Context: an optimization exercise on an open-source flow, tuned for small area, a short achievable clock period and few clock cycles per item. The choices shown serve that exercise and are no tape-out recipe.
Function was checked by simulation only, so behaviour that the tests miss may differ from the original.
Power and IR drop assume default switching activity.

===== design/flow/run.sh =====
#!/bin/bash
# synth_recipe.tcl (not shown) runs the flow's synth.tcl, then flattens the netlist and writes it again
# the make line also repeats each setting of config.mk as NAME=value (left out here)
make -C /OpenROAD-flow-scripts/flow DESIGN_CONFIG=/design/flow/config.mk WORK_HOME=/design/flow/orfs CLKGATE_MAP_FILE= SYNTH_SCRIPT=/design/flow/synth_recipe.tcl finish

===== design/flow/config.mk =====
export PLATFORM = sky130hd
export DESIGN_NAME = scalar_kalman_filter
export DESIGN_NICKNAME = scalar_kalman_filter
export VERILOG_FILES = /design/flow/design.v
export SDC_FILE = /design/flow/constraint.sdc
export NUM_CORES = 4
export LEC_CHECK = 0
export ABC_AREA = 0
export CAP_MARGIN = 20
export CORE_MARGIN = 2
export CORE_UTILIZATION = 40
export SETUP_SLACK_MARGIN = 1.1
export SLEW_MARGIN = 20

===== design/flow/constraint.sdc =====
create_clock -name core_clock -period 5.0 [get_ports {clk_i}]
set_input_delay 1.0000 -clock core_clock [delete_from_list [all_inputs] [get_ports {clk_i}]]
set_output_delay 1.0000 -clock core_clock [all_outputs]
set_load 0.01 [all_outputs]

===== design/flow/design.v =====
package skf_pkg;
  localparam int unsigned SampleW  = 16;
  localparam int unsigned EstW     = 32;
  localparam int unsigned CovW     = 32;
  localparam int unsigned FracW    = 24;
  localparam int unsigned CfgIdxW  = 2;
  localparam int unsigned CfgDataW = 32;
  localparam logic [CfgIdxW-1:0] CFG_PROCESS_NOISE      = 2'd0;
  localparam logic [CfgIdxW-1:0] CFG_MEASUREMENT_NOISE  = 2'd1;
  localparam logic [CfgIdxW-1:0] CFG_INITIAL_COVARIANCE = 2'd2;
  localparam logic [CovW-1:0] ProcessNoiseRst      = 32'd16777;
  localparam logic [CovW-1:0] MeasurementNoiseRst  = 32'd9110028;
  localparam logic [CovW-1:0] InitialCovarianceRst = 32'd335544;
endpackage
module skf_bk32 (
  input  logic [31:0] a,
  input  logic [31:0] b,
  input  logic ci,
  output logic [31:0] s,
  output logic co
);
  logic [31:0] p0, g0;
  assign p0 = a ^ b;
  assign g0 = a & b;
  logic gc0;
  assign gc0 = g0[0] | (p0[0] & ci);
  logic gg1, pp1;
  assign gg1 = g0[1] | (p0[1] & gc0);
  assign pp1 = p0[1] & p0[0];
  logic gg2, pp2;
  assign gg2 = g0[3] | (p0[3] & g0[2]);
  assign pp2 = p0[3] & p0[2];
  logic gg3, pp3;
  assign gg3 = g0[5] | (p0[5] & g0[4]);
  assign pp3 = p0[5] & p0[4];
  logic gg4, pp4;
  assign gg4 = g0[7] | (p0[7] & g0[6]);
  assign pp4 = p0[7] & p0[6];
  logic gg5, pp5;
  assign gg5 = g0[9] | (p0[9] & g0[8]);
  assign pp5 = p0[9] & p0[8];
  logic gg6, pp6;
  assign gg6 = g0[11] | (p0[11] & g0[10]);
  assign pp6 = p0[11] & p0[10];
  logic gg7, pp7;
  assign gg7 = g0[13] | (p0[13] & g0[12]);
  assign pp7 = p0[13] & p0[12];
  logic gg8, pp8;
  assign gg8 = g0[15] | (p0[15] & g0[14]);
  assign pp8 = p0[15] & p0[14];
  logic gg9, pp9;
  assign gg9 = g0[17] | (p0[17] & g0[16]);
  assign pp9 = p0[17] & p0[16];
  logic gg10, pp10;
  assign gg10 = g0[19] | (p0[19] & g0[18]);
  assign pp10 = p0[19] & p0[18];
  logic gg11, pp11;
  assign gg11 = g0[21] | (p0[21] & g0[20]);
  assign pp11 = p0[21] & p0[20];
  logic gg12, pp12;
  assign gg12 = g0[23] | (p0[23] & g0[22]);
  assign pp12 = p0[23] & p0[22];
  logic gg13, pp13;
  assign gg13 = g0[25] | (p0[25] & g0[24]);
  assign pp13 = p0[25] & p0[24];
  logic gg14, pp14;
  assign gg14 = g0[27] | (p0[27] & g0[26]);
  assign pp14 = p0[27] & p0[26];
  logic gg15, pp15;
  assign gg15 = g0[29] | (p0[29] & g0[28]);
  assign pp15 = p0[29] & p0[28];
  logic gg16, pp16;
  assign gg16 = g0[31] | (p0[31] & g0[30]);
  assign pp16 = p0[31] & p0[30];
  logic gg17, pp17;
  assign gg17 = gg2 | (pp2 & gg1);
  assign pp17 = pp2 & pp1;
  logic gg18, pp18;
  assign gg18 = gg4 | (pp4 & gg3);
  assign pp18 = pp4 & pp3;
  logic gg19, pp19;
  assign gg19 = gg6 | (pp6 & gg5);
  assign pp19 = pp6 & pp5;
  logic gg20, pp20;
  assign gg20 = gg8 | (pp8 & gg7);
  assign pp20 = pp8 & pp7;
  logic gg21, pp21;
  assign gg21 = gg10 | (pp10 & gg9);
  assign pp21 = pp10 & pp9;
  logic gg22, pp22;
  assign gg22 = gg12 | (pp12 & gg11);
  assign pp22 = pp12 & pp11;
  logic gg23, pp23;
  assign gg23 = gg14 | (pp14 & gg13);
  assign pp23 = pp14 & pp13;
  logic gg24, pp24;
  assign gg24 = gg16 | (pp16 & gg15);
  assign pp24 = pp16 & pp15;
  logic gg25, pp25;
  assign gg25 = gg18 | (pp18 & gg17);
  assign pp25 = pp18 & pp17;
  logic gg26, pp26;
  assign gg26 = gg20 | (pp20 & gg19);
  assign pp26 = pp20 & pp19;
  logic gg27, pp27;
  assign gg27 = gg22 | (pp22 & gg21);
  assign pp27 = pp22 & pp21;
  logic gg28, pp28;
  assign gg28 = gg24 | (pp24 & gg23);
  assign pp28 = pp24 & pp23;
  logic gg29, pp29;
  assign gg29 = gg26 | (pp26 & gg25);
  assign pp29 = pp26 & pp25;
  logic gg30, pp30;
  assign gg30 = gg28 | (pp28 & gg27);
  assign pp30 = pp28 & pp27;
  logic gg31, pp31;
  assign gg31 = gg30 | (pp30 & gg29);
  assign pp31 = pp30 & pp29;
  logic gg32, pp32;
  assign gg32 = gg27 | (pp27 & gg29);
  assign pp32 = pp27 & pp29;
  logic gg33, pp33;
  assign gg33 = gg19 | (pp19 & gg25);
  assign pp33 = pp19 & pp25;
  logic gg34, pp34;
  assign gg34 = gg21 | (pp21 & gg29);
  assign pp34 = pp21 & pp29;
  logic gg35, pp35;
  assign gg35 = gg23 | (pp23 & gg32);
  assign pp35 = pp23 & pp32;
  logic gg36, pp36;
  assign gg36 = gg3 | (pp3 & gg17);
  assign pp36 = pp3 & pp17;
  logic gg37, pp37;
  assign gg37 = gg5 | (pp5 & gg25);
  assign pp37 = pp5 & pp25;
  logic gg38, pp38;
  assign gg38 = gg7 | (pp7 & gg33);
  assign pp38 = pp7 & pp33;
  logic gg39, pp39;
  assign gg39 = gg9 | (pp9 & gg29);
  assign pp39 = pp9 & pp29;
  logic gg40, pp40;
  assign gg40 = gg11 | (pp11 & gg34);
  assign pp40 = pp11 & pp34;
  logic gg41, pp41;
  assign gg41 = gg13 | (pp13 & gg32);
  assign pp41 = pp13 & pp32;
  logic gg42, pp42;
  assign gg42 = gg15 | (pp15 & gg35);
  assign pp42 = pp15 & pp35;
  logic gg43, pp43;
  assign gg43 = g0[2] | (p0[2] & gg1);
  assign pp43 = p0[2] & pp1;
  logic gg44, pp44;
  assign gg44 = g0[4] | (p0[4] & gg17);
  assign pp44 = p0[4] & pp17;
  logic gg45, pp45;
  assign gg45 = g0[6] | (p0[6] & gg36);
  assign pp45 = p0[6] & pp36;
  logic gg46, pp46;
  assign gg46 = g0[8] | (p0[8] & gg25);
  assign pp46 = p0[8] & pp25;
  logic gg47, pp47;
  assign gg47 = g0[10] | (p0[10] & gg37);
  assign pp47 = p0[10] & pp37;
  logic gg48, pp48;
  assign gg48 = g0[12] | (p0[12] & gg33);
  assign pp48 = p0[12] & pp33;
  logic gg49, pp49;
  assign gg49 = g0[14] | (p0[14] & gg38);
  assign pp49 = p0[14] & pp38;
  logic gg50, pp50;
  assign gg50 = g0[16] | (p0[16] & gg29);
  assign pp50 = p0[16] & pp29;
  logic gg51, pp51;
  assign gg51 = g0[18] | (p0[18] & gg39);
  assign pp51 = p0[18] & pp39;
  logic gg52, pp52;
  assign gg52 = g0[20] | (p0[20] & gg34);
  assign pp52 = p0[20] & pp34;
  logic gg53, pp53;
  assign gg53 = g0[22] | (p0[22] & gg40);
  assign pp53 = p0[22] & pp40;
  logic gg54, pp54;
  assign gg54 = g0[24] | (p0[24] & gg32);
  assign pp54 = p0[24] & pp32;
  logic gg55, pp55;
  assign gg55 = g0[26] | (p0[26] & gg41);
  assign pp55 = p0[26] & pp41;
  logic gg56, pp56;
  assign gg56 = g0[28] | (p0[28] & gg35);
  assign pp56 = p0[28] & pp35;
  logic gg57, pp57;
  assign gg57 = g0[30] | (p0[30] & gg42);
  assign pp57 = p0[30] & pp42;
  logic [32:0] c;
  assign c[0] = ci;
  assign c[1] = gc0;
  assign c[2] = gg1;
  assign c[3] = gg43;
  assign c[4] = gg17;
  assign c[5] = gg44;
  assign c[6] = gg36;
  assign c[7] = gg45;
  assign c[8] = gg25;
  assign c[9] = gg46;
  assign c[10] = gg37;
  assign c[11] = gg47;
  assign c[12] = gg33;
  assign c[13] = gg48;
  assign c[14] = gg38;
  assign c[15] = gg49;
  assign c[16] = gg29;
  assign c[17] = gg50;
  assign c[18] = gg39;
  assign c[19] = gg51;
  assign c[20] = gg34;
  assign c[21] = gg52;
  assign c[22] = gg40;
  assign c[23] = gg53;
  assign c[24] = gg32;
  assign c[25] = gg54;
  assign c[26] = gg41;
  assign c[27] = gg55;
  assign c[28] = gg35;
  assign c[29] = gg56;
  assign c[30] = gg42;
  assign c[31] = gg57;
  assign c[32] = gg31;
  assign s  = p0 ^ c[31:0];
  assign co = c[32];
endmodule
module skf_bk34 (
  input  logic [33:0] a,
  input  logic [33:0] b,
  input  logic ci,
  output logic [33:0] s,
  output logic co
);
  logic [33:0] p0, g0;
  assign p0 = a ^ b;
  assign g0 = a & b;
  logic gc0;
  assign gc0 = g0[0] | (p0[0] & ci);
  logic gg1, pp1;
  assign gg1 = g0[1] | (p0[1] & gc0);
  assign pp1 = p0[1] & p0[0];
  logic gg2, pp2;
  assign gg2 = g0[3] | (p0[3] & g0[2]);
  assign pp2 = p0[3] & p0[2];
  logic gg3, pp3;
  assign gg3 = g0[5] | (p0[5] & g0[4]);
  assign pp3 = p0[5] & p0[4];
  logic gg4, pp4;
  assign gg4 = g0[7] | (p0[7] & g0[6]);
  assign pp4 = p0[7] & p0[6];
  logic gg5, pp5;
  assign gg5 = g0[9] | (p0[9] & g0[8]);
  assign pp5 = p0[9] & p0[8];
  logic gg6, pp6;
  assign gg6 = g0[11] | (p0[11] & g0[10]);
  assign pp6 = p0[11] & p0[10];
  logic gg7, pp7;
  assign gg7 = g0[13] | (p0[13] & g0[12]);
  assign pp7 = p0[13] & p0[12];
  logic gg8, pp8;
  assign gg8 = g0[15] | (p0[15] & g0[14]);
  assign pp8 = p0[15] & p0[14];
  logic gg9, pp9;
  assign gg9 = g0[17] | (p0[17] & g0[16]);
  assign pp9 = p0[17] & p0[16];
  logic gg10, pp10;
  assign gg10 = g0[19] | (p0[19] & g0[18]);
  assign pp10 = p0[19] & p0[18];
  logic gg11, pp11;
  assign gg11 = g0[21] | (p0[21] & g0[20]);
  assign pp11 = p0[21] & p0[20];
  logic gg12, pp12;
  assign gg12 = g0[23] | (p0[23] & g0[22]);
  assign pp12 = p0[23] & p0[22];
  logic gg13, pp13;
  assign gg13 = g0[25] | (p0[25] & g0[24]);
  assign pp13 = p0[25] & p0[24];
  logic gg14, pp14;
  assign gg14 = g0[27] | (p0[27] & g0[26]);
  assign pp14 = p0[27] & p0[26];
  logic gg15, pp15;
  assign gg15 = g0[29] | (p0[29] & g0[28]);
  assign pp15 = p0[29] & p0[28];
  logic gg16, pp16;
  assign gg16 = g0[31] | (p0[31] & g0[30]);
  assign pp16 = p0[31] & p0[30];
  logic gg17, pp17;
  assign gg17 = g0[33] | (p0[33] & g0[32]);
  assign pp17 = p0[33] & p0[32];
  logic gg18, pp18;
  assign gg18 = gg2 | (pp2 & gg1);
  assign pp18 = pp2 & pp1;
  logic gg19, pp19;
  assign gg19 = gg4 | (pp4 & gg3);
  assign pp19 = pp4 & pp3;
  logic gg20, pp20;
  assign gg20 = gg6 | (pp6 & gg5);
  assign pp20 = pp6 & pp5;
  logic gg21, pp21;
  assign gg21 = gg8 | (pp8 & gg7);
  assign pp21 = pp8 & pp7;
  logic gg22, pp22;
  assign gg22 = gg10 | (pp10 & gg9);
  assign pp22 = pp10 & pp9;
  logic gg23, pp23;
  assign gg23 = gg12 | (pp12 & gg11);
  assign pp23 = pp12 & pp11;
  logic gg24, pp24;
  assign gg24 = gg14 | (pp14 & gg13);
  assign pp24 = pp14 & pp13;
  logic gg25, pp25;
  assign gg25 = gg16 | (pp16 & gg15);
  assign pp25 = pp16 & pp15;
  logic gg26, pp26;
  assign gg26 = gg19 | (pp19 & gg18);
  assign pp26 = pp19 & pp18;
  logic gg27, pp27;
  assign gg27 = gg21 | (pp21 & gg20);
  assign pp27 = pp21 & pp20;
  logic gg28, pp28;
  assign gg28 = gg23 | (pp23 & gg22);
  assign pp28 = pp23 & pp22;
  logic gg29, pp29;
  assign gg29 = gg25 | (pp25 & gg24);
  assign pp29 = pp25 & pp24;
  logic gg30, pp30;
  assign gg30 = gg27 | (pp27 & gg26);
  assign pp30 = pp27 & pp26;
  logic gg31, pp31;
  assign gg31 = gg29 | (pp29 & gg28);
  assign pp31 = pp29 & pp28;
  logic gg32, pp32;
  assign gg32 = gg31 | (pp31 & gg30);
  assign pp32 = pp31 & pp30;
  logic gg33, pp33;
  assign gg33 = gg28 | (pp28 & gg30);
  assign pp33 = pp28 & pp30;
  logic gg34, pp34;
  assign gg34 = gg20 | (pp20 & gg26);
  assign pp34 = pp20 & pp26;
  logic gg35, pp35;
  assign gg35 = gg22 | (pp22 & gg30);
  assign pp35 = pp22 & pp30;
  logic gg36, pp36;
  assign gg36 = gg24 | (pp24 & gg33);
  assign pp36 = pp24 & pp33;
  logic gg37, pp37;
  assign gg37 = gg3 | (pp3 & gg18);
  assign pp37 = pp3 & pp18;
  logic gg38, pp38;
  assign gg38 = gg5 | (pp5 & gg26);
  assign pp38 = pp5 & pp26;
  logic gg39, pp39;
  assign gg39 = gg7 | (pp7 & gg34);
  assign pp39 = pp7 & pp34;
  logic gg40, pp40;
  assign gg40 = gg9 | (pp9 & gg30);
  assign pp40 = pp9 & pp30;
  logic gg41, pp41;
  assign gg41 = gg11 | (pp11 & gg35);
  assign pp41 = pp11 & pp35;
  logic gg42, pp42;
  assign gg42 = gg13 | (pp13 & gg33);
  assign pp42 = pp13 & pp33;
  logic gg43, pp43;
  assign gg43 = gg15 | (pp15 & gg36);
  assign pp43 = pp15 & pp36;
  logic gg44, pp44;
  assign gg44 = gg17 | (pp17 & gg32);
  assign pp44 = pp17 & pp32;
  logic gg45, pp45;
  assign gg45 = g0[2] | (p0[2] & gg1);
  assign pp45 = p0[2] & pp1;
  logic gg46, pp46;
  assign gg46 = g0[4] | (p0[4] & gg18);
  assign pp46 = p0[4] & pp18;
  logic gg47, pp47;
  assign gg47 = g0[6] | (p0[6] & gg37);
  assign pp47 = p0[6] & pp37;
  logic gg48, pp48;
  assign gg48 = g0[8] | (p0[8] & gg26);
  assign pp48 = p0[8] & pp26;
  logic gg49, pp49;
  assign gg49 = g0[10] | (p0[10] & gg38);
  assign pp49 = p0[10] & pp38;
  logic gg50, pp50;
  assign gg50 = g0[12] | (p0[12] & gg34);
  assign pp50 = p0[12] & pp34;
  logic gg51, pp51;
  assign gg51 = g0[14] | (p0[14] & gg39);
  assign pp51 = p0[14] & pp39;
  logic gg52, pp52;
  assign gg52 = g0[16] | (p0[16] & gg30);
  assign pp52 = p0[16] & pp30;
  logic gg53, pp53;
  assign gg53 = g0[18] | (p0[18] & gg40);
  assign pp53 = p0[18] & pp40;
  logic gg54, pp54;
  assign gg54 = g0[20] | (p0[20] & gg35);
  assign pp54 = p0[20] & pp35;
  logic gg55, pp55;
  assign gg55 = g0[22] | (p0[22] & gg41);
  assign pp55 = p0[22] & pp41;
  logic gg56, pp56;
  assign gg56 = g0[24] | (p0[24] & gg33);
  assign pp56 = p0[24] & pp33;
  logic gg57, pp57;
  assign gg57 = g0[26] | (p0[26] & gg42);
  assign pp57 = p0[26] & pp42;
  logic gg58, pp58;
  assign gg58 = g0[28] | (p0[28] & gg36);
  assign pp58 = p0[28] & pp36;
  logic gg59, pp59;
  assign gg59 = g0[30] | (p0[30] & gg43);
  assign pp59 = p0[30] & pp43;
  logic gg60, pp60;
  assign gg60 = g0[32] | (p0[32] & gg32);
  assign pp60 = p0[32] & pp32;
  logic [34:0] c;
  assign c[0] = ci;
  assign c[1] = gc0;
  assign c[2] = gg1;
  assign c[3] = gg45;
  assign c[4] = gg18;
  assign c[5] = gg46;
  assign c[6] = gg37;
  assign c[7] = gg47;
  assign c[8] = gg26;
  assign c[9] = gg48;
  assign c[10] = gg38;
  assign c[11] = gg49;
  assign c[12] = gg34;
  assign c[13] = gg50;
  assign c[14] = gg39;
  assign c[15] = gg51;
  assign c[16] = gg30;
  assign c[17] = gg52;
  assign c[18] = gg40;
  assign c[19] = gg53;
  assign c[20] = gg35;
  assign c[21] = gg54;
  assign c[22] = gg41;
  assign c[23] = gg55;
  assign c[24] = gg33;
  assign c[25] = gg56;
  assign c[26] = gg42;
  assign c[27] = gg57;
  assign c[28] = gg36;
  assign c[29] = gg58;
  assign c[30] = gg43;
  assign c[31] = gg59;
  assign c[32] = gg32;
  assign c[33] = gg60;
  assign c[34] = gg44;
  assign s  = p0 ^ c[33:0];
  assign co = c[34];
endmodule
module skf_bk35 (
  input  logic [34:0] a,
  input  logic [34:0] b,
  input  logic ci,
  output logic [34:0] s,
  output logic co
);
  logic [34:0] p0, g0;
  assign p0 = a ^ b;
  assign g0 = a & b;
  logic gc0;
  assign gc0 = g0[0] | (p0[0] & ci);
  logic gg1, pp1;
  assign gg1 = g0[1] | (p0[1] & gc0);
  assign pp1 = p0[1] & p0[0];
  logic gg2, pp2;
  assign gg2 = g0[3] | (p0[3] & g0[2]);
  assign pp2 = p0[3] & p0[2];
  logic gg3, pp3;
  assign gg3 = g0[5] | (p0[5] & g0[4]);
  assign pp3 = p0[5] & p0[4];
  logic gg4, pp4;
  assign gg4 = g0[7] | (p0[7] & g0[6]);
  assign pp4 = p0[7] & p0[6];
  logic gg5, pp5;
  assign gg5 = g0[9] | (p0[9] & g0[8]);
  assign pp5 = p0[9] & p0[8];
  logic gg6, pp6;
  assign gg6 = g0[11] | (p0[11] & g0[10]);
  assign pp6 = p0[11] & p0[10];
  logic gg7, pp7;
  assign gg7 = g0[13] | (p0[13] & g0[12]);
  assign pp7 = p0[13] & p0[12];
  logic gg8, pp8;
  assign gg8 = g0[15] | (p0[15] & g0[14]);
  assign pp8 = p0[15] & p0[14];
  logic gg9, pp9;
  assign gg9 = g0[17] | (p0[17] & g0[16]);
  assign pp9 = p0[17] & p0[16];
  logic gg10, pp10;
  assign gg10 = g0[19] | (p0[19] & g0[18]);
  assign pp10 = p0[19] & p0[18];
  logic gg11, pp11;
  assign gg11 = g0[21] | (p0[21] & g0[20]);
  assign pp11 = p0[21] & p0[20];
  logic gg12, pp12;
  assign gg12 = g0[23] | (p0[23] & g0[22]);
  assign pp12 = p0[23] & p0[22];
  logic gg13, pp13;
  assign gg13 = g0[25] | (p0[25] & g0[24]);
  assign pp13 = p0[25] & p0[24];
  logic gg14, pp14;
  assign gg14 = g0[27] | (p0[27] & g0[26]);
  assign pp14 = p0[27] & p0[26];
  logic gg15, pp15;
  assign gg15 = g0[29] | (p0[29] & g0[28]);
  assign pp15 = p0[29] & p0[28];
  logic gg16, pp16;
  assign gg16 = g0[31] | (p0[31] & g0[30]);
  assign pp16 = p0[31] & p0[30];
  logic gg17, pp17;
  assign gg17 = g0[33] | (p0[33] & g0[32]);
  assign pp17 = p0[33] & p0[32];
  logic gg18, pp18;
  assign gg18 = gg2 | (pp2 & gg1);
  assign pp18 = pp2 & pp1;
  logic gg19, pp19;
  assign gg19 = gg4 | (pp4 & gg3);
  assign pp19 = pp4 & pp3;
  logic gg20, pp20;
  assign gg20 = gg6 | (pp6 & gg5);
  assign pp20 = pp6 & pp5;
  logic gg21, pp21;
  assign gg21 = gg8 | (pp8 & gg7);
  assign pp21 = pp8 & pp7;
  logic gg22, pp22;
  assign gg22 = gg10 | (pp10 & gg9);
  assign pp22 = pp10 & pp9;
  logic gg23, pp23;
  assign gg23 = gg12 | (pp12 & gg11);
  assign pp23 = pp12 & pp11;
  logic gg24, pp24;
  assign gg24 = gg14 | (pp14 & gg13);
  assign pp24 = pp14 & pp13;
  logic gg25, pp25;
  assign gg25 = gg16 | (pp16 & gg15);
  assign pp25 = pp16 & pp15;
  logic gg26, pp26;
  assign gg26 = gg19 | (pp19 & gg18);
  assign pp26 = pp19 & pp18;
  logic gg27, pp27;
  assign gg27 = gg21 | (pp21 & gg20);
  assign pp27 = pp21 & pp20;
  logic gg28, pp28;
  assign gg28 = gg23 | (pp23 & gg22);
  assign pp28 = pp23 & pp22;
  logic gg29, pp29;
  assign gg29 = gg25 | (pp25 & gg24);
  assign pp29 = pp25 & pp24;
  logic gg30, pp30;
  assign gg30 = gg27 | (pp27 & gg26);
  assign pp30 = pp27 & pp26;
  logic gg31, pp31;
  assign gg31 = gg29 | (pp29 & gg28);
  assign pp31 = pp29 & pp28;
  logic gg32, pp32;
  assign gg32 = gg31 | (pp31 & gg30);
  assign pp32 = pp31 & pp30;
  logic gg33, pp33;
  assign gg33 = gg28 | (pp28 & gg30);
  assign pp33 = pp28 & pp30;
  logic gg34, pp34;
  assign gg34 = gg20 | (pp20 & gg26);
  assign pp34 = pp20 & pp26;
  logic gg35, pp35;
  assign gg35 = gg22 | (pp22 & gg30);
  assign pp35 = pp22 & pp30;
  logic gg36, pp36;
  assign gg36 = gg24 | (pp24 & gg33);
  assign pp36 = pp24 & pp33;
  logic gg37, pp37;
  assign gg37 = gg3 | (pp3 & gg18);
  assign pp37 = pp3 & pp18;
  logic gg38, pp38;
  assign gg38 = gg5 | (pp5 & gg26);
  assign pp38 = pp5 & pp26;
  logic gg39, pp39;
  assign gg39 = gg7 | (pp7 & gg34);
  assign pp39 = pp7 & pp34;
  logic gg40, pp40;
  assign gg40 = gg9 | (pp9 & gg30);
  assign pp40 = pp9 & pp30;
  logic gg41, pp41;
  assign gg41 = gg11 | (pp11 & gg35);
  assign pp41 = pp11 & pp35;
  logic gg42, pp42;
  assign gg42 = gg13 | (pp13 & gg33);
  assign pp42 = pp13 & pp33;
  logic gg43, pp43;
  assign gg43 = gg15 | (pp15 & gg36);
  assign pp43 = pp15 & pp36;
  logic gg44, pp44;
  assign gg44 = gg17 | (pp17 & gg32);
  assign pp44 = pp17 & pp32;
  logic gg45, pp45;
  assign gg45 = g0[2] | (p0[2] & gg1);
  assign pp45 = p0[2] & pp1;
  logic gg46, pp46;
  assign gg46 = g0[4] | (p0[4] & gg18);
  assign pp46 = p0[4] & pp18;
  logic gg47, pp47;
  assign gg47 = g0[6] | (p0[6] & gg37);
  assign pp47 = p0[6] & pp37;
  logic gg48, pp48;
  assign gg48 = g0[8] | (p0[8] & gg26);
  assign pp48 = p0[8] & pp26;
  logic gg49, pp49;
  assign gg49 = g0[10] | (p0[10] & gg38);
  assign pp49 = p0[10] & pp38;
  logic gg50, pp50;
  assign gg50 = g0[12] | (p0[12] & gg34);
  assign pp50 = p0[12] & pp34;
  logic gg51, pp51;
  assign gg51 = g0[14] | (p0[14] & gg39);
  assign pp51 = p0[14] & pp39;
  logic gg52, pp52;
  assign gg52 = g0[16] | (p0[16] & gg30);
  assign pp52 = p0[16] & pp30;
  logic gg53, pp53;
  assign gg53 = g0[18] | (p0[18] & gg40);
  assign pp53 = p0[18] & pp40;
  logic gg54, pp54;
  assign gg54 = g0[20] | (p0[20] & gg35);
  assign pp54 = p0[20] & pp35;
  logic gg55, pp55;
  assign gg55 = g0[22] | (p0[22] & gg41);
  assign pp55 = p0[22] & pp41;
  logic gg56, pp56;
  assign gg56 = g0[24] | (p0[24] & gg33);
  assign pp56 = p0[24] & pp33;
  logic gg57, pp57;
  assign gg57 = g0[26] | (p0[26] & gg42);
  assign pp57 = p0[26] & pp42;
  logic gg58, pp58;
  assign gg58 = g0[28] | (p0[28] & gg36);
  assign pp58 = p0[28] & pp36;
  logic gg59, pp59;
  assign gg59 = g0[30] | (p0[30] & gg43);
  assign pp59 = p0[30] & pp43;
  logic gg60, pp60;
  assign gg60 = g0[32] | (p0[32] & gg32);
  assign pp60 = p0[32] & pp32;
  logic gg61, pp61;
  assign gg61 = g0[34] | (p0[34] & gg44);
  assign pp61 = p0[34] & pp44;
  logic [35:0] c;
  assign c[0] = ci;
  assign c[1] = gc0;
  assign c[2] = gg1;
  assign c[3] = gg45;
  assign c[4] = gg18;
  assign c[5] = gg46;
  assign c[6] = gg37;
  assign c[7] = gg47;
  assign c[8] = gg26;
  assign c[9] = gg48;
  assign c[10] = gg38;
  assign c[11] = gg49;
  assign c[12] = gg34;
  assign c[13] = gg50;
  assign c[14] = gg39;
  assign c[15] = gg51;
  assign c[16] = gg30;
  assign c[17] = gg52;
  assign c[18] = gg40;
  assign c[19] = gg53;
  assign c[20] = gg35;
  assign c[21] = gg54;
  assign c[22] = gg41;
  assign c[23] = gg55;
  assign c[24] = gg33;
  assign c[25] = gg56;
  assign c[26] = gg42;
  assign c[27] = gg57;
  assign c[28] = gg36;
  assign c[29] = gg58;
  assign c[30] = gg43;
  assign c[31] = gg59;
  assign c[32] = gg32;
  assign c[33] = gg60;
  assign c[34] = gg44;
  assign c[35] = gg61;
  assign s  = p0 ^ c[34:0];
  assign co = c[35];
endmodule
module skf_bk36 (
  input  logic [35:0] a,
  input  logic [35:0] b,
  input  logic ci,
  output logic [35:0] s,
  output logic co
);
  logic [35:0] p0, g0;
  assign p0 = a ^ b;
  assign g0 = a & b;
  logic gc0;
  assign gc0 = g0[0] | (p0[0] & ci);
  logic gg1, pp1;
  assign gg1 = g0[1] | (p0[1] & gc0);
  assign pp1 = p0[1] & p0[0];
  logic gg2, pp2;
  assign gg2 = g0[3] | (p0[3] & g0[2]);
  assign pp2 = p0[3] & p0[2];
  logic gg3, pp3;
  assign gg3 = g0[5] | (p0[5] & g0[4]);
  assign pp3 = p0[5] & p0[4];
  logic gg4, pp4;
  assign gg4 = g0[7] | (p0[7] & g0[6]);
  assign pp4 = p0[7] & p0[6];
  logic gg5, pp5;
  assign gg5 = g0[9] | (p0[9] & g0[8]);
  assign pp5 = p0[9] & p0[8];
  logic gg6, pp6;
  assign gg6 = g0[11] | (p0[11] & g0[10]);
  assign pp6 = p0[11] & p0[10];
  logic gg7, pp7;
  assign gg7 = g0[13] | (p0[13] & g0[12]);
  assign pp7 = p0[13] & p0[12];
  logic gg8, pp8;
  assign gg8 = g0[15] | (p0[15] & g0[14]);
  assign pp8 = p0[15] & p0[14];
  logic gg9, pp9;
  assign gg9 = g0[17] | (p0[17] & g0[16]);
  assign pp9 = p0[17] & p0[16];
  logic gg10, pp10;
  assign gg10 = g0[19] | (p0[19] & g0[18]);
  assign pp10 = p0[19] & p0[18];
  logic gg11, pp11;
  assign gg11 = g0[21] | (p0[21] & g0[20]);
  assign pp11 = p0[21] & p0[20];
  logic gg12, pp12;
  assign gg12 = g0[23] | (p0[23] & g0[22]);
  assign pp12 = p0[23] & p0[22];
  logic gg13, pp13;
  assign gg13 = g0[25] | (p0[25] & g0[24]);
  assign pp13 = p0[25] & p0[24];
  logic gg14, pp14;
  assign gg14 = g0[27] | (p0[27] & g0[26]);
  assign pp14 = p0[27] & p0[26];
  logic gg15, pp15;
  assign gg15 = g0[29] | (p0[29] & g0[28]);
  assign pp15 = p0[29] & p0[28];
  logic gg16, pp16;
  assign gg16 = g0[31] | (p0[31] & g0[30]);
  assign pp16 = p0[31] & p0[30];
  logic gg17, pp17;
  assign gg17 = g0[33] | (p0[33] & g0[32]);
  assign pp17 = p0[33] & p0[32];
  logic gg18, pp18;
  assign gg18 = g0[35] | (p0[35] & g0[34]);
  assign pp18 = p0[35] & p0[34];
  logic gg19, pp19;
  assign gg19 = gg2 | (pp2 & gg1);
  assign pp19 = pp2 & pp1;
  logic gg20, pp20;
  assign gg20 = gg4 | (pp4 & gg3);
  assign pp20 = pp4 & pp3;
  logic gg21, pp21;
  assign gg21 = gg6 | (pp6 & gg5);
  assign pp21 = pp6 & pp5;
  logic gg22, pp22;
  assign gg22 = gg8 | (pp8 & gg7);
  assign pp22 = pp8 & pp7;
  logic gg23, pp23;
  assign gg23 = gg10 | (pp10 & gg9);
  assign pp23 = pp10 & pp9;
  logic gg24, pp24;
  assign gg24 = gg12 | (pp12 & gg11);
  assign pp24 = pp12 & pp11;
  logic gg25, pp25;
  assign gg25 = gg14 | (pp14 & gg13);
  assign pp25 = pp14 & pp13;
  logic gg26, pp26;
  assign gg26 = gg16 | (pp16 & gg15);
  assign pp26 = pp16 & pp15;
  logic gg27, pp27;
  assign gg27 = gg18 | (pp18 & gg17);
  assign pp27 = pp18 & pp17;
  logic gg28, pp28;
  assign gg28 = gg20 | (pp20 & gg19);
  assign pp28 = pp20 & pp19;
  logic gg29, pp29;
  assign gg29 = gg22 | (pp22 & gg21);
  assign pp29 = pp22 & pp21;
  logic gg30, pp30;
  assign gg30 = gg24 | (pp24 & gg23);
  assign pp30 = pp24 & pp23;
  logic gg31, pp31;
  assign gg31 = gg26 | (pp26 & gg25);
  assign pp31 = pp26 & pp25;
  logic gg32, pp32;
  assign gg32 = gg29 | (pp29 & gg28);
  assign pp32 = pp29 & pp28;
  logic gg33, pp33;
  assign gg33 = gg31 | (pp31 & gg30);
  assign pp33 = pp31 & pp30;
  logic gg34, pp34;
  assign gg34 = gg33 | (pp33 & gg32);
  assign pp34 = pp33 & pp32;
  logic gg35, pp35;
  assign gg35 = gg30 | (pp30 & gg32);
  assign pp35 = pp30 & pp32;
  logic gg36, pp36;
  assign gg36 = gg21 | (pp21 & gg28);
  assign pp36 = pp21 & pp28;
  logic gg37, pp37;
  assign gg37 = gg23 | (pp23 & gg32);
  assign pp37 = pp23 & pp32;
  logic gg38, pp38;
  assign gg38 = gg25 | (pp25 & gg35);
  assign pp38 = pp25 & pp35;
  logic gg39, pp39;
  assign gg39 = gg27 | (pp27 & gg34);
  assign pp39 = pp27 & pp34;
  logic gg40, pp40;
  assign gg40 = gg3 | (pp3 & gg19);
  assign pp40 = pp3 & pp19;
  logic gg41, pp41;
  assign gg41 = gg5 | (pp5 & gg28);
  assign pp41 = pp5 & pp28;
  logic gg42, pp42;
  assign gg42 = gg7 | (pp7 & gg36);
  assign pp42 = pp7 & pp36;
  logic gg43, pp43;
  assign gg43 = gg9 | (pp9 & gg32);
  assign pp43 = pp9 & pp32;
  logic gg44, pp44;
  assign gg44 = gg11 | (pp11 & gg37);
  assign pp44 = pp11 & pp37;
  logic gg45, pp45;
  assign gg45 = gg13 | (pp13 & gg35);
  assign pp45 = pp13 & pp35;
  logic gg46, pp46;
  assign gg46 = gg15 | (pp15 & gg38);
  assign pp46 = pp15 & pp38;
  logic gg47, pp47;
  assign gg47 = gg17 | (pp17 & gg34);
  assign pp47 = pp17 & pp34;
  logic gg48, pp48;
  assign gg48 = g0[2] | (p0[2] & gg1);
  assign pp48 = p0[2] & pp1;
  logic gg49, pp49;
  assign gg49 = g0[4] | (p0[4] & gg19);
  assign pp49 = p0[4] & pp19;
  logic gg50, pp50;
  assign gg50 = g0[6] | (p0[6] & gg40);
  assign pp50 = p0[6] & pp40;
  logic gg51, pp51;
  assign gg51 = g0[8] | (p0[8] & gg28);
  assign pp51 = p0[8] & pp28;
  logic gg52, pp52;
  assign gg52 = g0[10] | (p0[10] & gg41);
  assign pp52 = p0[10] & pp41;
  logic gg53, pp53;
  assign gg53 = g0[12] | (p0[12] & gg36);
  assign pp53 = p0[12] & pp36;
  logic gg54, pp54;
  assign gg54 = g0[14] | (p0[14] & gg42);
  assign pp54 = p0[14] & pp42;
  logic gg55, pp55;
  assign gg55 = g0[16] | (p0[16] & gg32);
  assign pp55 = p0[16] & pp32;
  logic gg56, pp56;
  assign gg56 = g0[18] | (p0[18] & gg43);
  assign pp56 = p0[18] & pp43;
  logic gg57, pp57;
  assign gg57 = g0[20] | (p0[20] & gg37);
  assign pp57 = p0[20] & pp37;
  logic gg58, pp58;
  assign gg58 = g0[22] | (p0[22] & gg44);
  assign pp58 = p0[22] & pp44;
  logic gg59, pp59;
  assign gg59 = g0[24] | (p0[24] & gg35);
  assign pp59 = p0[24] & pp35;
  logic gg60, pp60;
  assign gg60 = g0[26] | (p0[26] & gg45);
  assign pp60 = p0[26] & pp45;
  logic gg61, pp61;
  assign gg61 = g0[28] | (p0[28] & gg38);
  assign pp61 = p0[28] & pp38;
  logic gg62, pp62;
  assign gg62 = g0[30] | (p0[30] & gg46);
  assign pp62 = p0[30] & pp46;
  logic gg63, pp63;
  assign gg63 = g0[32] | (p0[32] & gg34);
  assign pp63 = p0[32] & pp34;
  logic gg64, pp64;
  assign gg64 = g0[34] | (p0[34] & gg47);
  assign pp64 = p0[34] & pp47;
  logic [36:0] c;
  assign c[0] = ci;
  assign c[1] = gc0;
  assign c[2] = gg1;
  assign c[3] = gg48;
  assign c[4] = gg19;
  assign c[5] = gg49;
  assign c[6] = gg40;
  assign c[7] = gg50;
  assign c[8] = gg28;
  assign c[9] = gg51;
  assign c[10] = gg41;
  assign c[11] = gg52;
  assign c[12] = gg36;
  assign c[13] = gg53;
  assign c[14] = gg42;
  assign c[15] = gg54;
  assign c[16] = gg32;
  assign c[17] = gg55;
  assign c[18] = gg43;
  assign c[19] = gg56;
  assign c[20] = gg37;
  assign c[21] = gg57;
  assign c[22] = gg44;
  assign c[23] = gg58;
  assign c[24] = gg35;
  assign c[25] = gg59;
  assign c[26] = gg45;
  assign c[27] = gg60;
  assign c[28] = gg38;
  assign c[29] = gg61;
  assign c[30] = gg46;
  assign c[31] = gg62;
  assign c[32] = gg34;
  assign c[33] = gg63;
  assign c[34] = gg47;
  assign c[35] = gg64;
  assign c[36] = gg39;
  assign s  = p0 ^ c[35:0];
  assign co = c[36];
endmodule
module scalar_kalman_filter (
  input  logic                          clk_i,
  input  logic                          rst_ni,
  input  logic                          sample_valid_i,
  output logic                          sample_ready_o,
  input  logic [skf_pkg::SampleW-1:0]   sample_i,
  output logic                          estimate_valid_o,
  input  logic                          estimate_ready_i,
  output logic [skf_pkg::EstW-1:0]      estimate_o,
  input  logic                          cfg_valid_i,
  output logic                          cfg_ready_o,
  input  logic [skf_pkg::CfgIdxW-1:0]   cfg_index_i,
  input  logic [skf_pkg::CfgDataW-1:0]  cfg_data_i
);
  logic [31:0] q_q, r_q, p_q;
  logic [31:0] x_q;
  logic        out_valid_q;
  logic        bvalid_q;
  logic [15:0] b_q;
  localparam int S_IDLE = 0, S_DEN = 1, S_DIV = 2, S_ACC = 3, S_FIN = 4;
  logic [4:0]  pst_q;
  logic [3:0]  pcnt_q;
  logic [31:0] pp_q, den_q, rem_q;
  logic [24:0] qr_q;
  logic [34:0] a_q;        
  logic [20:0] us_q, uc_q;  
  logic        zero_q;
  logic        qvalid_q;    
  logic        conv_q;      
  logic        chk_q;       
  localparam logic [1:0] X_IDLE = 2'd0, X_MUL = 2'd1, X_FIN = 2'd2;
  logic [1:0]  xst_q;
  logic        xstep_q;     
  logic [32:0] d_q;
  logic [20:0] bsel_q;      
  logic        xfin_q;      
  logic [37:0] as_q, ac_q;  
  logic [11:0] ls_q, lc_q;  
  logic        cp_q;        
  logic [33:0] alu_a, alu_b, alu_s;
  logic [31:0] alu_sat;
  logic        alu_ci;
  logic [33:0] f_a, f_b, f_c, f_s, f_c2;
  assign f_a  = {2'b00, pp_q};
  assign f_b  = ~{2'b00, us_q, a_q[34:24]};
  assign f_c  = ~{2'b00, uc_q, 11'd0};
  assign f_s  = f_a ^ f_b ^ f_c;
  assign f_c2 = {((f_a[32:0] & f_b[32:0]) | (f_a[32:0] & f_c[32:0]) | (f_b[32:0] & f_c[32:0])), 1'b1};
  assign alu_a  = ({34{pst_q[S_IDLE]}} & {2'b00, p_q}) |
                  ({34{pst_q[S_DEN]}}  & {2'b00, pp_q}) |
                  ({34{pst_q[S_FIN]}}  & f_s);
  assign alu_b  = ({34{pst_q[S_IDLE]}} & {2'b00, q_q}) |
                  ({34{pst_q[S_DEN]}}  & {2'b00, r_q}) |
                  ({34{pst_q[S_FIN]}}  & f_c2);
  assign alu_ci = pst_q[S_FIN] & (a_q[23:0] == 24'd0);
  skf_bk34 u_palu (.a(alu_a), .b(alu_b), .ci(alu_ci), .s(alu_s), .co());
  assign alu_sat = alu_s[32] ? 32'hFFFF_FFFF : alu_s[31:0];
  logic int_bit, zero_n;
  assign zero_n  = (pp_q == 32'd0) && (r_q == 32'd0);
  assign int_bit = ((r_q == 32'd0) || (pp_q == 32'hFFFF_FFFF)) && !zero_n;
  logic peq, start;
  assign peq   = chk_q && (den_q == p_q);
  assign start = pst_q[S_IDLE] && bvalid_q && !qvalid_q && !conv_q && !peq;
  logic [33:0] rem4;
  logic [34:0] s1, s2, s3, t_x, t_y, t_z, t_s, t_c;
  logic [35:0] t_sum;
  logic [1:0]  qd;
  logic [31:0] rem_n;
  assign rem4  = {rem_q, 2'b00};
  skf_bk35 u_s1 (.a({1'b0, rem4}), .b(~{3'b000, den_q}), .ci(1'b1), .s(s1), .co());
  skf_bk35 u_s2 (.a({1'b0, rem4}), .b(~{2'b00, den_q, 1'b0}), .ci(1'b1), .s(s2), .co());
  assign t_x   = {1'b0, rem4};
  assign t_y   = ~{2'b00, den_q, 1'b0};
  assign t_z   = ~{3'b000, den_q};
  assign t_s   = t_x ^ t_y ^ t_z;
  assign t_c   = (t_x & t_y) | (t_x & t_z) | (t_y & t_z);
  skf_bk36 u_s3 (.a({t_s, 1'b1}), .b({t_c[33:0], 2'b11}), .ci(1'b0), .s(t_sum), .co());
  assign s3    = t_sum[35:1];
  always_comb begin
    if (zero_q)        begin qd = 2'd0; rem_n = rem4[31:0]; end
    else if (!s3[34])  begin qd = 2'd3; rem_n = s3[31:0];   end
    else if (!s2[34])  begin qd = 2'd2; rem_n = s2[31:0];   end
    else if (!s1[34])  begin qd = 2'd1; rem_n = s1[31:0];   end
    else               begin qd = 2'd0; rem_n = rem4[31:0]; end
  end
  logic [34:0] ax, ay, az, as_, ac;
  logic [35:0] alo;
  assign ax  = {a_q[32:0], 2'b00};
  assign ay  = qr_q[1] ? {2'b00, pp_q, 1'b0} : 35'd0;
  assign az  = qr_q[0] ? {3'b000, pp_q} : 35'd0;
  assign as_ = ax ^ ay ^ az;
  assign ac  = (ax & ay) | (ax & az) | (ay & az);
  skf_bk36 u_alo (.a({1'b0, as_}), .b({ac, 1'b0}), .ci(1'b0), .s(alo), .co());
  logic        kready, fin_ok, dload;
  logic [32:0] r_s, r_c;
  logic        r_cy;
  logic [32:0] dl_a, dl_b, dl_c, dl_d, dl_s1, dl_c1, dl_s2, dl_c2;
  logic [33:0] dl_sum;
  logic [31:0] xa_s, xa_c;
  logic [31:0] x_n;
  assign kready = qvalid_q || conv_q;
  assign fin_ok = !out_valid_q || estimate_ready_i;
  assign dload  = bvalid_q && kready &&
                  ((xst_q == X_IDLE) || (xfin_q && fin_ok));
  logic [12:0] lowsum;
  assign lowsum = {1'b0, ls_q} + {1'b0, lc_q} + {12'd0, cp_q};
  assign r_s  = xfin_q ? as_q[32:0] : 33'd0;
  assign r_c  = xfin_q ? ac_q[32:0] : 33'd0;
  assign r_cy = xfin_q & lowsum[12];
  assign dl_a  = {b_q[15], b_q, 16'h0000};
  assign dl_b  = ~{x_q[31], x_q};
  assign dl_c  = ~r_s;
  assign dl_d  = ~r_c;
  assign dl_s1 = dl_a ^ dl_b ^ dl_c;
  assign dl_c1 = {((dl_a[31:0] & dl_b[31:0]) | (dl_a[31:0] & dl_c[31:0]) | (dl_b[31:0] & dl_c[31:0])), 1'b1};
  assign dl_s2 = dl_s1 ^ dl_c1 ^ dl_d;
  assign dl_c2 = {((dl_s1[31:0] & dl_c1[31:0]) | (dl_s1[31:0] & dl_d[31:0]) | (dl_c1[31:0] & dl_d[31:0])), 1'b1};
  skf_bk34 u_dadd (.a({1'b0, dl_s2}), .b({1'b0, dl_c2}), .ci(!r_cy), .s(dl_sum), .co());
  assign xa_s = x_q ^ as_q[31:0] ^ ac_q[31:0];
  assign xa_c = {((x_q[30:0] & as_q[30:0]) | (x_q[30:0] & ac_q[30:0]) | (as_q[30:0] & ac_q[30:0])), 1'b0};
  skf_bk32 u_xadd (.a(xa_s), .b(xa_c), .ci(lowsum[12]), .s(x_n), .co());
  function automatic logic [20:0] booth7(input logic [13:0] k, input logic km1);
    logic [14:0] kk;
    kk = {k, km1};
    for (int i = 0; i < 7; i++) begin
      booth7[3*i+2] = kk[2*i+2] && !(kk[2*i+1] && kk[2*i]);
      booth7[3*i+1] = (kk[2*i+2] && !kk[2*i+1] && !kk[2*i]) ||
                      (!kk[2*i+2] && kk[2*i+1] && kk[2*i]);
      booth7[3*i]   = kk[2*i+1] ^ kk[2*i];
    end
  endfunction
  logic [20:0] bsel_lo, bsel_hi;
  always_comb begin
    bsel_lo = booth7({2'b00, qr_q[11:0]}, 1'b0);
    bsel_lo[20:18] = 3'b000;
    bsel_hi = booth7({1'b0, qr_q[24:12]}, qr_q[11]);
  end
  localparam int MW = 50;
  logic [MW-1:0] dw, pp [7];
  logic [6:0]    pneg;
  logic [MW-1:0] m_as, m_ac;
  logic [MW-1:0] l1as, l1ac, l1bs, l1bc, l1cs, l1cc, l2as, l2ac, l2bs, l2bc;
  logic [MW-1:0] l3s, l3c, vs, vc;
  function automatic logic [MW-1:0] csa_s(input logic [MW-1:0] a, b, c);
    csa_s = a ^ b ^ c;
  endfunction
  function automatic logic [MW-1:0] csa_c(input logic [MW-1:0] a, b, c, input logic cin);
    csa_c = {((a[MW-2:0] & b[MW-2:0]) | (a[MW-2:0] & c[MW-2:0]) | (b[MW-2:0] & c[MW-2:0])), cin};
  endfunction
  always_comb begin
    dw = {{(MW-33){d_q[32]}}, d_q};
    for (int i = 0; i < 7; i++) begin
      logic [MW-1:0] m;
      m = ({MW{bsel_q[3*i]}} & dw) | ({MW{bsel_q[3*i+1]}} & {dw[MW-2:0], 1'b0});
      m = m ^ {MW{bsel_q[3*i+2]}};
      pneg[i] = bsel_q[3*i+2];
      pp[i] = (m << (2*i)) | ({MW{pneg[i]}} & ((MW'(1) << (2*i)) - MW'(1)));
    end
    m_as = xstep_q ? {{(MW-38){as_q[37]}}, as_q} : '0;
    m_ac = xstep_q ? {{(MW-38){ac_q[37]}}, ac_q} : '0;
    l1as = csa_s(m_as, m_ac, pp[0]);   l1ac = csa_c(m_as, m_ac, pp[0], pneg[0]);
    l1bs = csa_s(pp[1], pp[2], pp[3]); l1bc = csa_c(pp[1], pp[2], pp[3], pneg[1]);
    l1cs = csa_s(pp[4], pp[5], pp[6]); l1cc = csa_c(pp[4], pp[5], pp[6], pneg[2]);
    l2as = csa_s(l1as, l1ac, l1bs);    l2ac = csa_c(l1as, l1ac, l1bs, pneg[3]);
    l2bs = csa_s(l1bc, l1cs, l1cc);    l2bc = csa_c(l1bc, l1cs, l1cc, pneg[4]);
    l3s  = csa_s(l2as, l2ac, l2bs);    l3c  = csa_c(l2as, l2ac, l2bs, pneg[5]);
    vs   = csa_s(l3s, l3c, l2bc);      vc   = csa_c(l3s, l3c, l2bc, pneg[6]);
  end
  always_ff @(posedge clk_i or negedge rst_ni) begin
    if (!rst_ni) begin
      q_q         <= skf_pkg::ProcessNoiseRst;
      r_q         <= skf_pkg::MeasurementNoiseRst;
      p_q         <= skf_pkg::InitialCovarianceRst;
      x_q         <= '0;
      out_valid_q <= 1'b0;
      bvalid_q    <= 1'b0;
      pst_q       <= 5'b00001;
      pcnt_q      <= '0;
      qvalid_q    <= 1'b0;
      conv_q      <= 1'b0;
      chk_q       <= 1'b0;
      xst_q       <= X_IDLE;
      xfin_q      <= 1'b0;
      xstep_q     <= 1'b0;
    end else begin
      if (sample_valid_i && !bvalid_q) bvalid_q <= 1'b1;
      else if (dload)                  bvalid_q <= 1'b0;
      chk_q <= pst_q[S_FIN];
      if (peq) conv_q <= 1'b1;
      if (start) pst_q <= 5'b00010;
      if (pst_q[S_DEN]) begin
        pst_q  <= 5'b00100;
        pcnt_q <= '0;
      end
      if (pst_q[S_DIV]) begin
        pcnt_q <= pcnt_q + 4'd1;
        if (pcnt_q == 4'd11) begin
          pst_q    <= 5'b01000;
          qvalid_q <= 1'b1;
        end
      end
      if (pst_q[S_ACC]) pst_q <= 5'b10000;
      if (pst_q[S_FIN]) begin
        pst_q <= 5'b00001;
        p_q   <= alu_s[31:0];
      end
      if (dload && !(pst_q[S_DIV] && pcnt_q == 4'd11)) qvalid_q <= 1'b0;
      unique case (xst_q)
        X_IDLE: if (dload) begin xst_q <= X_MUL; xstep_q <= 1'b0; end
        X_MUL: begin
          xstep_q <= 1'b1;
          if (xstep_q) begin
            xst_q  <= X_FIN;
            xfin_q <= 1'b1;
          end
        end
        X_FIN: if (fin_ok) begin
          xfin_q  <= 1'b0;
          x_q     <= x_n;
          xst_q   <= dload ? X_MUL : X_IDLE;
          xstep_q <= 1'b0;
        end
        default: xst_q <= X_IDLE;
      endcase
      if (xst_q == X_FIN && fin_ok) out_valid_q <= 1'b1;
      else if (estimate_ready_i)     out_valid_q <= 1'b0;
      if (cfg_valid_i) begin
        unique case (cfg_index_i)
          skf_pkg::CFG_PROCESS_NOISE:      q_q <= cfg_data_i;
          skf_pkg::CFG_MEASUREMENT_NOISE:  r_q <= cfg_data_i;
          skf_pkg::CFG_INITIAL_COVARIANCE: p_q <= cfg_data_i;
          default: ;
        endcase
        if (cfg_index_i != 2'd3) begin
          conv_q   <= 1'b0;
          qvalid_q <= 1'b0;
        end
      end
    end
  end
  always_ff @(posedge clk_i) begin
    if (sample_valid_i && !bvalid_q) b_q <= sample_i;
    if (pst_q[S_IDLE]) pp_q <= alu_sat;
    if (pst_q[S_DEN]) begin
      den_q  <= alu_sat;
      zero_q <= zero_n;
    end else if (pst_q[S_FIN]) begin
      den_q  <= p_q;
    end
    rem_q <= pst_q[S_DEN] ? (int_bit ? 32'd0 : pp_q) : rem_n;
    if (pst_q[S_DEN])      qr_q <= {24'd0, int_bit};
    else if (pst_q[S_DIV]) qr_q <= {qr_q[22:0], qd};
    if (pst_q[S_DEN]) begin
      a_q  <= '0;
      us_q <= '0;
      uc_q <= '0;
    end else begin
      a_q  <= alo[34:0];
      us_q <= {us_q[18:0], a_q[34:33]};
      uc_q <= {uc_q[18:0], 1'b0, alo[35]};
    end
    if (dload) begin
      d_q    <= dl_sum[32:0];
      bsel_q <= bsel_lo;
    end else begin
      bsel_q <= bsel_hi;
    end
    if (xst_q == X_MUL) begin
      as_q <= vs[49:12];
      ac_q <= vc[49:12];
      ls_q <= vs[11:0];
      lc_q <= vc[11:0];
      cp_q <= xstep_q & lowsum[12];
    end
  end
  assign sample_ready_o   = !bvalid_q;
  assign cfg_ready_o      = 1'b1;
  assign estimate_valid_o = out_valid_q;
  assign estimate_o       = x_q;
endmodule

==> impl_metrics.py, run 1 <==
metrics = {
    "synthesis": {
        "avgSynthCellArea_sq_um": 10.6,
        "syn_area_sq_um": 44700,
        "yosysTopAreaCellShare": 0.247,
        "yosys_warnings": 2,
        "synth_ff_type": "edfxtp_1",
        "synth-edff-count": 212,
        "ys_top_cells_by_count": "550 x fa_1, 488 x inv_1, 286 x ha_1",
        "synth-seq-area-share": 0.289,
        "syn_nets": 5096,
        "synth_top_cell_by_area": "fa_1",
        "synthTopCellsByArea": "fa_1 25%, edfxtp_1 14%, ha_1 8.0%, dfrtp_1 6.9%, dfxtp_1 6.4%",
        "synth_seq_cells": 501,
        "synth_cells": 4205,
        "yosysMostFrequentCell": "fa_1",
        "synthDistinctLibCells": 77,
        "synthArstFlopShare": 0.291,
    },
    "critical_path": {
        "cp_slowest_stage_delay_ps": 460,
        "rr_worst_depth": 28,
        "start_kind": "flop",
        "cp.arrival_ps": 5770,
        "timing.rr.end": "x_q[31]",
        "endpoint_kind": "flop",
        "reg2reg_from": "lc_q[1]",
        "cp_slowest_cell": "a2111o_1",
        "startpoint": "lc_q[1]",
        "required_ps": 5540,
        "critPathMaxFanout": 3,
        "r2r_slack_ps": -240,
        "crit_type": "reg2reg",
    },
    "clock_network": {
        "cts_buffers": 61,
        "cts_max_level": 2,
        "clkTransAtPathRegs_ps": 60,
        "clock_latency_ps": 720,
        "clock-root-buffer": "clkbuf_16",
        "cts_buffer_depth": 3,
        "cts_tree": "done",
        "cts_sinks": 501,
    },
    "routing": {
        "wirelength_mm": 127,
        "viasPerCell": 5.46,
        "first_pass_iters": 6,
        "post_drt_wl_per_cell_microns": 21.4,
        "ant_nets": 0,
        "vias": 32400,
        "drtIter0Drc": 2781,
        "drc": 0,
    },
    "sta": {
        "holdWs_ps": 347,
        "slew_viol_final": 0,
        "max_freq_ghz": 0.191,
        "fin_skew_ps": 67.1,
        "post-route-period-util": 1.05,
        "tns_ps": -666,
        "hold_violations": 0,
        "rsz0062_at_grt": "true",
        "worst_pin_slew_ps": 974,
        "maxSlewHeadroom": 0.344,
        "layout_min_cycle_time_ps": 5240,
        "finalSetupViolCount": 3,
        "timing.final.ws_setup_ps": -237,
    },
    "final_layout": {
        "syn_to_final_growth_pct": 18.7,
        "drive_gt1_frac": 0.176,
        "final_nets": 5285,
        "utilization": 0.479,
    },
    "global_route": {
        "grt_pass1_wl_mm": 199,
        "grt_pass1_vias": 33700,
        "grt_max_degree": 98,
        "grt-ovfl-total": 0,
        "grt.total_usage": 0.221,
        "grt_antenna_before_repair": 4,
    },
    "floorplan": {
        "io_pins": 90,
        "rows": 122,
        "die_area_sq_um": 114000,
        "dieWidth_microns": 338,
        "fp.dieH_microns": 338,
        "start_util": 0.404,
        "design.core.area_sq_um": 111000,
    },
    "pwr": {
        "power.total_mw": 19.4,
        "power_density_nw_per_um2": 365,
        "vdd_drop_max_mv": 0.308,
        "leakagePower_nw": 21.9,
    },
    "run_status": {
        "violations": "setup timing",
        "status": "complete, but fails checks",
    },
    "placed_design": {
        "place.gp.congestion": 0.870,
        "place_hpwl_mm": 90.2,
        "portBuffers": 88,
    },
    "worst_hold_path": {
        "hold_path_class": "in2async",
    },
    "flow_run": {
        "cap_violations": 0,
    },
}
-- registers in the layout, summed over array words and instances, names as in the netlist, 32 cells and up --
| signal | count |
|---|---|
| a_q | 35 |
| ac_q | 37 |
| as_q | 36 |
| d_q | 33 |
| den_q | 32 |
| p_q | 32 |
| pp_q | 32 |
| q_q | 32 |
| r_q | 32 |
| rem_q | 32 |
| x_q | 32 |
-- area by class of cell --
type	count	area, sq um
flip-flops and latches	501	12900
inverters	494	1870
well taps	1488	1860
repair buffers	357	3630
diodes	3	7.51
clock inverters	36	398
clock buffers	78	1670
multi-input cells	2979	30600
fillers	10000	57700
-- worst max path at each step --
stage / end / depth (start not counted) / slack [ps]
CTS: x_q[31] / 28 / -400
global route: x_q[31] / 28 / -590
floorplan: x_q[31] / 27 / 170
finish: x_q[31] / 28 / -240
global placement: x_q[31] / 28 / -580
detailed placement: x_q[31] / 28 / -600
-- where the power goes --
part / total [mW] / switching [mW] / internal (mW)
clock network: 4.62 / 1.98 / 2.63
registers: 5.47 / 0.395 / 5.07
logic: 9.29 / 4.69 / 4.60
-- cell usage in the layout (no fill, tap or decap), drive strengths merged, types with 13 or more instances in the layout --
master / instances
fa: 550
xnor2: 285
dfrtp: 123
a31oi: 37
nand2b: 22
inv: 494
nand2: 256
dfstp: 23
and2: 157
nand4: 29
xor2: 67
nor4: 28
nor2b: 48
ha: 286
edfxtp: 212
nor2: 175
o211ai: 51
a211oi: 16
buf: 267
a21oi: 111
a22oi: 266
clkdlybuf4s50: 87
mux2: 87
a222oi: 50
dfxtp: 143
clkbuf: 81
o21ai: 176
nand3: 20
clkinv: 25
mux2i: 40
nor3: 13
a21o: 95
-- cells by family after synthesis --
group,count (synthesis),share of synthesized area
flip-flops,501,0.289
AND/OR/NAND/NOR,791,0.0873
AO/OA/AOI/OAI,872,0.135
other,1,0.0000840
adder cells (fa/ha/maj),836,0.327
XOR/XNOR,352,0.0692
buffers and inverters,725,0.0614
multiplexers,127,0.0309
-- layer usage --
metal,track usage,routed length [microns],vias to the layer above
met2,0.364,60500,1055
met5,0.00708,126,-
met3,0.0371,7960,236
li1,-,-,14700
met1,0.297,54400,16400
met4,0.0708,4190,4
-- critical path: cells and delay by family (launching register included) --
family | cells | cell delay (ps)
and+or+nand+nor | 6 | 570
DFF | 1 | 360
xor gates and xnor gates | 3 | 480
adders and majority gates | 4 | 1160
AOI/OAI and AO/OA | 14 | 2310
buffers and inverters | 1 | 160
-- timing repair --
item | 4_1_cts | 5_1_grt
gates resized for setup | 221 | 160
pin swaps | 153 | 91
hold endpoints to repair | 0 | 0
gates cloned | 16 | 2
setup buffers | 101 | 56
setup endpoints to repair | 205 | 200
hold buffers | 0 | 0
-- through the flow --
step | instances | setup slack, ps | cell area (sq um)
2_1_floorplan | 4205 | 169 | 45000
3_3_place_gp | 5644 | -577 | 47700
3_5_place_dp | 5644 | -603 | 47700
4_1_cts | 5875 | -401 | 51800
5_1_grt | 5934 | -590 | 53000
6_report | 5936 | -237 | 53000
Testbench counts, summed over its fixed seeds: cycles 38,079, items 4,800.
==> run 2: changes to the inputs <==
--- a/design/flow/config.mk
+++ b/design/flow/config.mk
@@ -9,5 +9,5 @@
 export CAP_MARGIN = 20
 export CORE_MARGIN = 2
 export CORE_UTILIZATION = 40
-export SETUP_SLACK_MARGIN = 1.1
+export SETUP_SLACK_MARGIN = 1.4
 export SLEW_MARGIN = 20
==> run 2 against run 1 <==
  * The layout still fails its checks (setup timing)
  * First-iteration DRC count increased by 11%
  * Flip-flop and latch count unchanged
  * Combinational power increased by 0.9%
  * Routed wire length increased by 2.3%
  * Cell count increased by 0.94%
  * Fmax increased by 0.72%
  * Global-route usage increased by 0.13 points
  * Total power increased by 1.3%
  * Synthesized cell count unchanged
  * Largest power group unchanged
==> impl_metrics.py, run 2 <==
metrics = {
    "floorplan": {
        "die_area_sq_um": 114000,
        "fp.dieH_microns": 338,
        "io_pins": 90,
        "rows": 122,
        "dieWidth_microns": 338,
        "design.core.area_sq_um": 111000,
        "start_util": 0.404,
    },
    "critical_path": {
        "endpoint_kind": "flop",
        "r2r_slack_ps": -200,
        "cp.arrival_ps": 5750,
        "crit_type": "reg2reg",
        "cpLargestDelayFamily": "compound AO/OA/AOI/OAI gates",
        "start_kind": "flop",
        "cp.depth": 28,
        "critPathMaxFanout": 3,
        "rr_worst_depth": 28,
        "critPathBufInv": 1,
        "cp_slowest_cell": "a2111o_1",
        "required_ps": 5560,
        "cp_slowest_stage_delay_ps": 410,
    },
    "routing": {
        "viasPerCell": 5.51,
        "wirelength_mm": 130,
        "vias": 33000,
        "first_pass_iters": 8,
        "drtIter0Drc": 3082,
        "drc": 0,
        "post_drt_wl_per_cell_microns": 21.7,
        "ant_nets": 0,
    },
    "clock_network": {
        "cts_buffers": 61,
        "cts-hold-fix-buffers": 0,
        "clock-root-buffer": "clkbuf_16",
        "cts_sinks": 501,
        "clock_latency_ps": 720,
        "cts_tree": "done",
        "cts_buffer_depth": 3,
        "cts_max_level": 2,
        "clkTransAtPathRegs_ps": 60,
    },
    "final_layout": {
        "seqCellArea_sq_um": 12900,
        "fill_cells": 9857,
        "final_nets": 5338,
        "top_regs": "ac_q (37), as_q (36), a_q (35)",
        "layout.cells.most_common": "fa_1",
        "final_cell_mix": "491 x fa_1, 464 x inv_1, 275 x ha_1",
        "drive_gt1_frac": 0.192,
        "final_area_sq_um": 54400,
        "largest_reg_flops": 37,
        "syn_to_final_growth_pct": 21.9,
        "top_register": "ac_q",
        "multi_input_area_sq_um": 30800,
    },
    "synthesis": {
        "synth_cells": 4205,
        "synthDistinctLibCells": 77,
        "yosysTopAreaCellShare": 0.247,
        "synth_top_cell_by_area": "fa_1",
        "syn_area_sq_um": 44700,
        "synth_ff_type": "edfxtp_1",
        "yosysMostFrequentCell": "fa_1",
        "syn_nets": 5096,
        "yosys_warnings": 2,
        "synth-seq-area-share": 0.289,
        "synthArstFlopShare": 0.291,
        "synth-edff-count": 212,
        "synth_seq_cells": 501,
        "synthTopCellsByArea": "fa_1 25%, edfxtp_1 14%, ha_1 8.0%, dfrtp_1 6.9%, dfxtp_1 6.4%",
        "ys_top_cells_by_count": "550 x fa_1, 488 x inv_1, 286 x ha_1",
        "avgSynthCellArea_sq_um": 10.6,
    },
    "placed_design": {
        "place.gp.congestion": 0.865,
        "placed_cell_area_sq_um": 47800,
        "place_hpwl_mm": 90.3,
        "place_worst_setup_slack_ps": -501,
        "portBuffers": 88,
    },
    "sta": {
        "rsz0062_at_grt": "true",
        "worst_pin_slew_ps": 1090,
        "finalSetupViolCount": 1,
        "post-route-period-util": 1.04,
        "hold_violations": 0,
        "fin_skew_ps": 64.1,
        "timing.final.ws_setup_ps": -200,
        "holdWs_ps": 252,
        "slew_viol_final": 0,
        "max_freq_ghz": 0.192,
        "maxSlewHeadroom": 0.274,
        "layout_min_cycle_time_ps": 5200,
    },
    "pwr": {
        "power.total_mw": 19.6,
        "power_density_nw_per_um2": 361,
        "leakagePower_nw": 22.6,
        "vdd_drop_max_mv": 0.355,
    },
    "global_route": {
        "grt_pass1_vias": 33900,
        "grt_max_degree": 141,
        "grt_pass1_wl_mm": 201,
        "grt.total_usage": 0.223,
        "grt_antenna_before_repair": 1,
        "grt-ovfl-total": 0,
    },
    "worst_hold_path": {
        "hold_path_class": "in2async",
    },
    "run_status": {
        "violations": "setup timing",
        "status": "complete, but fails checks",
    },
    "flow_run": {
        "cap_violations": 0,
    },
}
run 2: changes by cell type in the layout (fill, tap and decap cells not counted), moves of 5 or more:
cell / before / now
nand2_2: 35 / 27
a22oi_2: 2 / 8
buf_4: 169 / 153
o21ai_0: 115 / 107
o21ai_1: 48 / 56
clkinv_1: 9 / 4
buf_6: 72 / 87
dfxtp_1: 137 / 131
a22oi_1: 264 / 258
nand2_4: 16 / 26
buf_8: 0 / 6
buf_12: 13 / 59
run 2: path summary, 6_finish.rpt:
| path | startpoint | endpoint |
|---|---|---|
| setup reg to reg | lc_q[1] | x_q[31] |
| hold / removal | rst_ni | x_q[0] |
| min in group core_clock | us_q[15] | us_q[17] |
| setup / recovery | lc_q[1] | x_q[31] |
| hold reg to reg | us_q[15] | us_q[17] |
| max in group asynchronous | rst_ni | p_q[26] |
run 2: final cells by class:
type / count / share of cell area
Clock buffer: 86 / 0.0324
Sequential cell: 501 / 0.238
Tap cell: 1488 / 0.0342
Timing Repair Buffer: 410 / 0.0874
Clock inverter: 29 / 0.00756
Inverter: 494 / 0.0345
Multi-Input combinational cell: 2979 / 0.566
Antenna cell: 5 / 0.000230
run 2: where the power goes:
part | internal, mW | leakage, nW | switching, mW
clock network | 2.83 | 1.06 | 1.97
registers | 5.07 | 4.76 | 0.384
logic | 4.59 | 16.7 | 4.78
total | 12.5 | 22.6 | 7.14
run 2: metal layers:
metal / track usage / part of all wire
met2: 0.371 / 0.48
met3: 0.0337 / 0.066
met4: 0.0733 / 0.034
met5: 0 / 0
met1: 0.297 / 0.42
run 2: cells by family after synthesis:
family | after synthesis | synth area share
compound gates | 872 | 0.135
xor+xnor | 352 | 0.0692
fa+ha+maj | 836 | 0.327
buf+inv | 725 | 0.0614
flops | 501 | 0.289
mux | 127 | 0.0309
other cells | 1 | 0.0000840
simple gates | 791 | 0.0873
run 2: repair_timing:
| action | in CTS | in global routing |
|---|---|---|
| setup buffers | 140 | 71 |
| endpoints found under the setup margin | 283 | 272 |
| gates resized for setup | 249 | 194 |
| gates cloned | 18 | 3 |
| pin swaps | 162 | 114 |
run 2: per-stage QoR:
stage	utilization	TNS, ps	instances
detailed placement	0.432	-1140	5640
global placement	0.432	-1400	5640
CTS	0.475	-270	5913
global route	0.492	-1510	5987
finish	0.492	-200	5992
floorplan	-	0	4205
run 2: worst reg2reg max path: cells and delay by family (launching register included):
family | cells | cell delay [ps]
AOI/OAI and AO/OA | 14 | 2280
adders and majority gates | 4 | 1180
xor gates and xnor gates | 3 | 490
DFF | 1 | 370
and+or+nand+nor | 6 | 600
buffers and inverters | 1 | 170

-- what the ideal ports hide --
Ports are ideal in the flow. The routed layouts listed here were re-timed in OpenROAD. Step 1 assumes that a clkbuf_16 drives the clock port and a buf_2 every other input. Step 2 adds t to the input delays and takes it off the output delays; t is the mean of the earliest and latest rising clock arrival at the registers after step 1. Input paths then give back, and output paths get back, about the clock's delay inside the block. Three values: ideal, step 1, step 2; two values: the first two.
| run | t (ns) | setup slack, ns | worst hold slack (ns) | clock arrival spread, ns |
|---|---|---|---|---|
| run 1 | 0.752 | -0.237 / -0.237 / -0.237 | 0.347 / 0.316 / 0.447 | 0.069 / 0.069 |
| run 2 | 0.760 | -0.200 / -0.200 / -0.200 | 0.252 / 0.243 / 0.447 | 0.064 / 0.065 |
